Context: an optimization exercise on an open-source flow, tuned for small area. The choices shown serve that exercise and are no tape-out recipe. Only simulation tests tie the RTL to the original design; equivalence was not proved. Power figures rest on the tool's default switching activity, not on a simulated workload.

[flow/design.v]
package timePkg;
  localparam int secWidth = 32;
  localparam int fracWidth = 50;
  localparam int timeWidth = 64;
  localparam int countWidth = 28;
  localparam int edgeWidth = 8;
  localparam int controlWidth = 5;
  localparam int statusWidth = 32;
  localparam int ctlModeLsb = 0;
  localparam int ctlDisablePps = 2;
  localparam int statPpsLostSticky = 31;
  localparam int statGpsSticky = 30;
  localparam int statPpsInSticky = 29;
  localparam int statTimeSetSticky = 28;
  localparam int statPpsOk = 27;
  localparam int statPpsLost = 26;
  localparam int stickyWidth = statPpsLostSticky - statTimeSetSticky + 1;
  typedef enum logic [2:0] {
    opNone,
    opSetTime,
    opSetDelta,
    opSetControl,
    opClear
  } cmdOp;
  typedef enum logic [1:0] {
    modeDrive,
    modeEcho,
    modeToggle,
    modeOff
  } ppsOutMode;
endpackage
module timeCommand (
  input  logic                               CLK,
  input  logic                               rst,
  input  timePkg::cmdOp                      cmd,
  input  logic [timePkg::timeWidth-1:0]      timeIn,
  input  logic [timePkg::timeWidth-1:0]      nowTime,
  input  logic                               ppsOk,
  input  logic                               ppsLost,
  output logic                               setTime,
  output logic [timePkg::controlWidth-1:0]   controlOut,
  output timePkg::ppsOutMode                 outMode,
  output logic                               disablePps,
  output logic [timePkg::stickyWidth-1:0]    stickyBits,
  output logic [timePkg::timeWidth-1:0]      deltaTime
);
  logic ctlWrite;
  logic clearSticky;
  logic captureDelta;
  logic timeSetSticky;
  logic ppsInSticky;
  logic ppsLostSticky;
  always_comb
  begin
    setTime = 1'b0;
    ctlWrite = 1'b0;
    clearSticky = 1'b0;
    captureDelta = 1'b0;
    case (cmd)
      timePkg::opSetTime: setTime = 1'b1;
      timePkg::opSetDelta: captureDelta = 1'b1;
      timePkg::opSetControl: ctlWrite = 1'b1;
      timePkg::opClear:
      begin
        ctlWrite = 1'b1;
        clearSticky = 1'b1;
      end
      default: ;
    endcase
  end
  always_ff @(posedge CLK)
  begin
    if (rst)
    begin
      controlOut <= '0;
      deltaTime <= '0;
      timeSetSticky <= 1'b0;
      ppsInSticky <= 1'b0;
      ppsLostSticky <= 1'b0;
    end
    else
    begin
      if (ctlWrite)
        controlOut <= timeIn[timePkg::controlWidth-1:0];
      if (captureDelta)
        deltaTime <= nowTime - timeIn;
      if (clearSticky)
      begin
        timeSetSticky <= 1'b0;
        ppsInSticky <= 1'b0;
        ppsLostSticky <= 1'b0;
      end
      else
      begin
        if (setTime)
          timeSetSticky <= 1'b1;
        if (ppsOk)
          ppsInSticky <= 1'b1;
        if (ppsLost)
          ppsLostSticky <= 1'b1;
      end
    end
  end
  assign outMode = timePkg::ppsOutMode'(controlOut[timePkg::ctlModeLsb +: $bits(outMode)]);
  assign disablePps = controlOut[timePkg::ctlDisablePps];
  always_comb
  begin
    stickyBits = '0;
    stickyBits[timePkg::statPpsLostSticky - timePkg::statTimeSetSticky] = ppsLostSticky;
    stickyBits[timePkg::statGpsSticky - timePkg::statTimeSetSticky] = 1'b0;
    stickyBits[timePkg::statPpsInSticky - timePkg::statTimeSetSticky] = ppsInSticky;
    stickyBits[timePkg::statTimeSetSticky - timePkg::statTimeSetSticky] = timeSetSticky;
  end
endmodule
module ppsMonitor #(
  parameter int tickCount = 200,
  parameter int windowTol = 2
) (
  input  logic                              CLK,
  input  logic                              rst,
  input  logic                              ppsIn,
  input  logic                              disablePps,
  output logic                              ppsSync,
  output logic                              ppsEdge,
  output logic                              ppsAccept,
  output logic                              ppsOk,
  output logic                              ppsLost,
  output logic [timePkg::edgeWidth-1:0]     edgeCount,
  output logic [timePkg::countWidth-1:0]    ticksPerPps
);
  localparam logic [timePkg::countWidth-1:0] minTicks = timePkg::countWidth'(tickCount - windowTol);
  localparam logic [timePkg::countWidth-1:0] maxTicks = timePkg::countWidth'(tickCount + windowTol);
  logic                  syncMeta;
  logic                  prevLevel;
  logic                  rawEdge;
  logic                  inWindow;
  logic [timePkg::countWidth-1:0] fromRise;
  logic [timePkg::countWidth-1:0] freeCount;
  logic [timePkg::countWidth-1:0] freeSamp;
  assign rawEdge = ppsSync && !prevLevel && !disablePps;
  assign inWindow = (fromRise > minTicks) && (fromRise < maxTicks);
  always_ff @(posedge CLK)
  begin
    if (rst)
    begin
      syncMeta <= 1'b0;
      ppsSync <= 1'b0;
      prevLevel <= 1'b0;
      fromRise <= '0;
      ppsEdge <= 1'b0;
      ppsAccept <= 1'b0;
      ppsOk <= 1'b0;
      ppsLost <= 1'b0;
      edgeCount <= '0;
      freeCount <= '0;
      freeSamp <= '0;
      ticksPerPps <= '0;
    end
    else
    begin
      syncMeta <= ppsIn;
      ppsSync <= syncMeta;
      if (!disablePps)
        prevLevel <= ppsSync;
      fromRise <= rawEdge ? timePkg::countWidth'(1) : fromRise + 1'b1;
      ppsEdge <= rawEdge;
      ppsAccept <= rawEdge && inWindow;
      ppsOk <= ppsAccept || (ppsOk && !ppsLost);
      ppsLost <= ppsOk && ((rawEdge && !inWindow) || (fromRise == maxTicks));
      if (ppsEdge)
        edgeCount <= edgeCount + 1'b1;
      freeCount <= freeCount + 1'b1;
      if (rawEdge && inWindow)
      begin
        freeSamp <= freeCount;
        ticksPerPps <= freeCount - freeSamp;
      end
    end
  end
endmodule
module timeKeeper #(
  parameter int tickCount = 200
) (
  input  logic                             CLK,
  input  logic                             rst,
  input  logic                             setTime,
  input  logic [timePkg::timeWidth-1:0]    timeIn,
  input  logic                             ppsAccept,
  input  logic                             ppsOk,
  output logic                             secWrap,
  output logic [timePkg::timeWidth-1:0]    nowTime
);
  localparam int reportWidth = timePkg::timeWidth - timePkg::secWidth;
  localparam int padWidth = timePkg::fracWidth - 2 - reportWidth;
  localparam logic [timePkg::fracWidth-1:0] fracInc =
    timePkg::fracWidth'((64'd1 << (timePkg::fracWidth - 2)) / 64'(tickCount));
  logic [timePkg::secWidth-1:0]  seconds;
  logic [timePkg::fracWidth-1:0] frac;
  logic [1:0]           prevTop;
  logic                 secStep;
  logic                 ppsStep;
  assign secWrap = prevTop != frac[timePkg::fracWidth-1 -: 2];
  assign ppsStep = ppsOk && ppsAccept;
  assign secStep = ppsOk ? ppsAccept : secWrap;
  always_ff @(posedge CLK)
  begin
    if (rst)
    begin
      seconds <= '0;
      frac <= '0;
      prevTop <= '0;
      nowTime <= '0;
    end
    else
    begin
      prevTop <= frac[timePkg::fracWidth-1 -: 2];
      if (setTime)
      begin
        seconds <= timeIn[timePkg::timeWidth-1 -: timePkg::secWidth];
        frac <= {frac[timePkg::fracWidth-1 -: 2], timeIn[reportWidth-1:0], {padWidth{1'b0}}};
      end
      else
      begin
        if (secStep)
          seconds <= seconds + 1'b1;
        if (ppsStep)
          frac <= {frac[timePkg::fracWidth-1 -: 2], {(timePkg::fracWidth - 2){1'b0}}};
        else
          frac <= frac + fracInc;
      end
      nowTime <= {seconds, frac[timePkg::fracWidth-3 -: reportWidth]};
    end
  end
endmodule
module ppsDriver #(
  parameter int highTicks = 180
) (
  input  logic               CLK,
  input  logic               rst,
  input  timePkg::ppsOutMode outMode,
  input  logic               ppsSync,
  input  logic               ppsAccept,
  input  logic               ppsOk,
  input  logic               secWrap,
  output logic               ppsOut
);
  localparam logic [timePkg::countWidth-1:0] highCount = timePkg::countWidth'(highTicks);
  logic [timePkg::countWidth-1:0] perCount;
  logic                  restart;
  logic                  localPulse;
  logic                  toggle;
  assign restart = ppsOk ? ppsAccept : secWrap;
  always_ff @(posedge CLK)
  begin
    if (rst)
    begin
      perCount <= highCount;
      localPulse <= 1'b0;
      toggle <= 1'b0;
    end
    else
    begin
      perCount <= restart ? '0 : perCount + 1'b1;
      localPulse <= perCount < highCount;
      toggle <= !toggle;
    end
  end
  always_comb
  begin
    case (outMode)
      timePkg::modeDrive: ppsOut = localPulse;
      timePkg::modeEcho: ppsOut = ppsSync;
      timePkg::modeToggle: ppsOut = toggle;
      default: ppsOut = 1'b0;
    endcase
  end
endmodule
module timeService #(
  parameter int tickCount = 200,
  parameter int windowTol = 2,
  parameter int highTicks = 180
) (
  input  logic                              CLK,
  input  logic                              rst,
  input  timePkg::cmdOp                     cmd,
  input  logic [timePkg::timeWidth-1:0]     timeIn,
  input  logic                              ppsIn,
  output logic [timePkg::statusWidth-1:0]   statusOut,
  output logic [timePkg::controlWidth-1:0]  controlOut,
  output logic [timePkg::countWidth-1:0]    ticksPerPps,
  output logic [timePkg::timeWidth-1:0]     nowTime,
  output logic [timePkg::timeWidth-1:0]     deltaTime,
  output logic                              ppsOut
);
  logic                   setTime;
  timePkg::ppsOutMode              outMode;
  logic                   disablePps;
  logic [timePkg::stickyWidth-1:0] stickyBits;
  logic                   ppsSync;
  logic                   ppsAccept;
  logic                   ppsOk;
  logic                   ppsLost;
  logic [timePkg::edgeWidth-1:0]   edgeCount;
  logic                   secWrap;
  timeCommand uCommand (
    .CLK        (CLK),
    .rst        (rst),
    .cmd        (cmd),
    .timeIn     (timeIn),
    .nowTime    (nowTime),
    .ppsOk      (ppsOk),
    .ppsLost    (ppsLost),
    .setTime    (setTime),
    .controlOut (controlOut),
    .outMode    (outMode),
    .disablePps (disablePps),
    .stickyBits (stickyBits),
    .deltaTime  (deltaTime)
  );
  ppsMonitor #(
    .tickCount (tickCount),
    .windowTol (windowTol)
  ) uMonitor (
    .CLK         (CLK),
    .rst         (rst),
    .ppsIn       (ppsIn),
    .disablePps  (disablePps),
    .ppsSync     (ppsSync),
    .ppsEdge     (),
    .ppsAccept   (ppsAccept),
    .ppsOk       (ppsOk),
    .ppsLost     (ppsLost),
    .edgeCount   (edgeCount),
    .ticksPerPps (ticksPerPps)
  );
  timeKeeper #(
    .tickCount (tickCount)
  ) uKeeper (
    .CLK       (CLK),
    .rst       (rst),
    .setTime   (setTime),
    .timeIn    (timeIn),
    .ppsAccept (ppsAccept),
    .ppsOk     (ppsOk),
    .secWrap   (secWrap),
    .nowTime   (nowTime)
  );
  ppsDriver #(
    .highTicks (highTicks)
  ) uDriver (
    .CLK       (CLK),
    .rst       (rst),
    .outMode   (outMode),
    .ppsSync   (ppsSync),
    .ppsAccept (ppsAccept),
    .ppsOk     (ppsOk),
    .secWrap   (secWrap),
    .ppsOut    (ppsOut)
  );
  always_comb
  begin
    statusOut = '0;
    statusOut[timePkg::statPpsLostSticky:timePkg::statTimeSetSticky] = stickyBits;
    statusOut[timePkg::statPpsOk] = ppsOk;
    statusOut[timePkg::statPpsLost] = ppsLost;
    statusOut[timePkg::edgeWidth-1:0] = edgeCount;
  end
endmodule
[flow/run.sh]
#!/bin/bash
# synth_recipe.tcl (not shown) runs the flow's synth.tcl, then flattens the netlist and writes it again
# the make line also repeats each setting of config.mk as NAME=value (left out here)
make -C /OpenROAD-flow-scripts/flow DESIGN_CONFIG=/design/flow/config.mk WORK_HOME=/design/flow/orfs CLKGATE_MAP_FILE= SYNTH_SCRIPT=/design/flow/synth_recipe.tcl finish
[flow/config.mk]
export PLATFORM = sky130hd
export DESIGN_NAME = timeService
export DESIGN_NICKNAME = timeService
export VERILOG_FILES = /design/flow/design.v
export SDC_FILE = /design/flow/constraint.sdc
export NUM_CORES = 4
export LEC_CHECK = 0
export CAP_MARGIN = 20
export CORE_MARGIN = 2
export CORE_UTILIZATION = 40
export SLEW_MARGIN = 20
[flow/constraint.sdc]
create_clock -name core_clock -period 5.5 [get_ports {CLK}]
set_input_delay 1.1000 -clock core_clock [delete_from_list [all_inputs] [get_ports {CLK}]]
set_output_delay 1.1000 -clock core_clock [all_outputs]
set_load 0.01 [all_outputs]
==> flow_metrics.tcl <==
set metrics [dict create \
    outcome "no timing/DRC/antenna violations" \
    grt_pass1_wl_mm 94.3 \
    ys_seq_area_frac 0.377 \
    cts_resized 0 \
    numCtsBuffers 43 \
    clkTransAtPathRegs_ns 0.06 \
    path_class "in2reg" \
    relSlewSlack 0.347 \
    max_stage_delay_ns 0.55 \
    critPathTopFamily "compound AO/OA/AOI/OAI gates" \
    cts.path.max_buffers 3 \
    post-route-period-util 0.790 \
    cts.sinks 377 \
    fin_util 0.489 \
    multiInputGateArea_sq_um 11500 \
    avgSynthCellArea_sq_um 7.77 \
    setup_viol 0 \
    antenna_found_initial 0 \
    yosys.area.top_type_share 0.377 \
    htreeDepth 2 \
    grt_max_degree 132 \
    syn_to_final_growth_pct 21.4 \
    grt_use_total 0.221 \
    die_w_microns 228 \
    hold_viol_final 0 \
    postCtsHoldBufs 0 \
    vias 18400 \
    whs_ns 0.412 \
    cp_data_arrival_time_ns 4.87 \
    tightest_slew_ns 0.976 \
    viasPerCell 5.32 \
    synth_ff_type "dfxtp_1" \
    grt-ovfl-total 0 \
    grt_pass1_vias 17600 \
    power_leakage_nw 9.36 \
    cp.required_ns 6.02 \
    first_pass_iters 5 \
    pin_count 264 \
    start_util 0.403 \
    period_minus_slack_ns 4.34 \
    core_sq_um 49800 \
    end_kind "register" \
    cpMaxStageDelayCell "o41a_1" \
    tns_ns 0 \
    numPortBuffers 244 \
    yosysTopAreaCell "dfxtp_1" \
    drc 0 \
    tritoncts "yes" \
    synthCells 2578 \
    min-delay-path-class "reg2reg" \
    drt_wl_total_mm 59.0 \
    rsz0062_at_grt "no" \
    synth_commonest_cells "dfxtp_1, nand2_1, a21oi_1, nor2_1, o21ai_0" \
    yosysMostFrequentCell "dfxtp_1" \
    synth-edff-count 0 \
    routedWlPerCell_microns 17.0 \
    crit_top_cell "a31oi_1" \
    postCtsSetupRepairBufs 0 \
    ys_types 75 \
    async_flop_share 0 \
    skew_ns 0.0228 \
    fillCellCount 4962 \
    n_antenna_cell 0 \
    yosys-top-cells-area "dfxtp_1, nand2_1, a21oi_1" \
    start_kind "input pin" \
    maxSlewViolCount 0 \
    num_rows 82 \
    place.gp.congestion 0.943 \
    insertion_delay_ns 0.59 \
    path_buf_inv 1 \
    die-area_sq_um 51900 \
    regArea_sq_um 7550 \
    drtIter0Drc 1249 \
    cp_cell_sequence "clkdlybuf4s50_1 > ha_1 > fa_1 > nor2b_1 > o211ai_1 > a31oi_1 > a211o_1 > a31oi_1 > o41a_1 > o21ai_1 > a21oi_1 > or4_1 > nand3_1" \
    peakVddDrop_uv 204 \
    cts_root_buffer "clkbuf_16" \
    netlist_area_sq_um 20000 \
    powerDensity_nw_per_um2 286 \
    ys_ff_latch 377 \
    ys_warn_count 5 \
    crit_fanout 4 \
    nNetsFinal 2929 \
    drive_gt1_frac 0.0377 \
    die_y_microns 228 \
    detail-route-antenna-nets 0 \
    dp_hpwl_mm 43.8 \
    max_freq_ghz 0.230 \
    cap_violations 0 \
]
-- power breakdown --
part	total, mW	internal (mW)	switching [mW]
combinational	1.07	0.467	0.604
clock	2.89	1.70	1.18
sequential	3.00	2.86	0.138
total	6.95	5.03	1.93
-- worst paths after layout --
check | start | to | slack [ns] | cells after the start
setup / recovery | timeIn[0] | uCommand.deltaTime[58] | 1.16 | 13
hold / removal | uDriver.toggle | uDriver.toggle | 0.41 | 1
setup reg to reg | uKeeper.nowTime[0] | uCommand.deltaTime[58] | 1.81 | 13
hold reg to reg | uDriver.toggle | uDriver.toggle | 0.41 | 1
-- through the flow --
step                      worst slack [ns]  cell area [sq um]  std cells  total power [mW]
after floorplan                       1.70              20100       2596              3.72
after global placement               0.726              22900       3387              4.11
after detailed placement             0.629              22900       3387              4.12
after CTS                             1.23              24300       3460              7.03
after global routing                 0.856              24300       3460              7.25
final                                 1.16              24300       3460              6.95
-- worst reg2reg max path, stage by stage (launching register included) --
cell and delay [ns]:
dfxtp_1 0.34, inv_1 0.05, ha_1 0.20, fa_1 0.40
nor2b_1 0.21, o211ai_1 0.13, a31oi_1 0.42, a211o_1 0.26
a31oi_1 0.22, o41a_1 0.55, o21ai_1 0.25, a21oi_1 0.12
or4_1 0.41, nand3_1 0.08
-- layout by cell type, fill, tap and decap left out, types with 7 or more instances in the layout --
| cell | netlist | final |
|---|---|---|
| o21bai_1 | 17 | 17 |
| and3_1 | 35 | 35 |
| nor2_1 | 264 | 262 |
| nand4_1 | 56 | 56 |
| mux2i_1 | 9 | 9 |
| nor2b_1 | 80 | 79 |
| clkbuf_8 | 0 | 9 |
| o22ai_1 | 7 | 7 |
| a21boi_0 | 7 | 7 |
| or3_1 | 32 | 32 |
| o21ai_0 | 136 | 135 |
| conb_1 | 1 | 19 |
| a22oi_1 | 21 | 21 |
| ha_1 | 97 | 97 |
| and4_1 | 10 | 10 |
| dfxtp_1 | 377 | 377 |
| inv_1 | 123 | 123 |
| nor4_1 | 15 | 15 |
| nand2b_1 | 17 | 17 |
| a21oi_1 | 264 | 264 |
| a21o_1 | 33 | 33 |
| clkbuf_1 | 102 | 8 |
| o31ai_1 | 13 | 13 |
| a31oi_1 | 20 | 20 |
| o21a_1 | 17 | 17 |
| xor2_1 | 93 | 93 |
| clkdlybuf4s50_1 | 0 | 243 |
| xnor2_1 | 93 | 93 |
| nor3_1 | 34 | 34 |
| clkbuf_16 | 0 | 43 |
| nand2_1 | 375 | 374 |
| o21ai_1 | 13 | 13 |
| buf_4 | 25 | 16 |
| nand3_1 | 72 | 71 |
| a211oi_1 | 16 | 16 |
-- flip-flops by register name (all words and copies together), names as in the netlist, 2 cells and up --
signal,count
uKeeper.seconds,32
uDriver.perCount,28
uKeeper.prevTop,2
uMonitor.edgeCount,8
uCommand.deltaTime,64
uMonitor.freeCount,28
uMonitor.ticksPerPps,28
uMonitor.fromRise,28
uMonitor.freeSamp,28
uKeeper.nowTime,64
uKeeper.frac,50
uCommand.controlOut,5
-- kinds of logic (layout without fill, tap and decap cells) --
kind of cell,after synthesis,in the layout,synth area share
AND/OR/NAND/NOR,1026,1026,0.238
XOR/XNOR,186,186,0.0813
multiplexers,9,9,0.00450
adder cells (fa/ha/maj),99,99,0.0626
flip-flops,377,377,0.377
AO/OA/AOI/OAI,616,616,0.182
buffers and inverters,264,456,0.0544
other,1,19,0.000187
-- layout make-up --
class,instances,area share
clock buffer,60,0.0506
clock inverter,13,0.00741
inverter,123,0.0190
multi-input combinational,1955,0.473
sequential,377,0.310
tap,672,0.0346
timing repair buffer,260,0.106
-- per-layer routing --
metal	wire length [microns]	share of wire	vias up	track usage
met5	0	0	-	0
met4	1750	0.030	0	0.0783
met3	3150	0.053	101	0.0381
met2	27900	0.47	476	0.375
met1	26200	0.44	8643	0.281
li1	-	-	9198	-

[port drivers added, routing unchanged]
How much do the figures lean on ideal ports? The routed layout below was timed once more, with nothing changed but the port constraints. Step 1, drivers: a clkbuf_16 drives CLK and a buf_2 each remaining input, both assumed. Step 2 also shifts input and output timing later by t, the mid clock arrival at the registers, as if the neighbouring blocks saw the same clock. Three values: ideal, step 1, step 2; two values: the first two.
t (ns): 0.629
setup slack, ns: 1.155 / 1.184 / 0.554
worst setup path after step 2: input to register
slew at the worst register clock pin (ns): 0.06 / 0.06
After both steps this run still meets setup and hold. For this run, drivers alone change the setup slack by +0.029 ns; drivers and shift together by -0.601 ns.
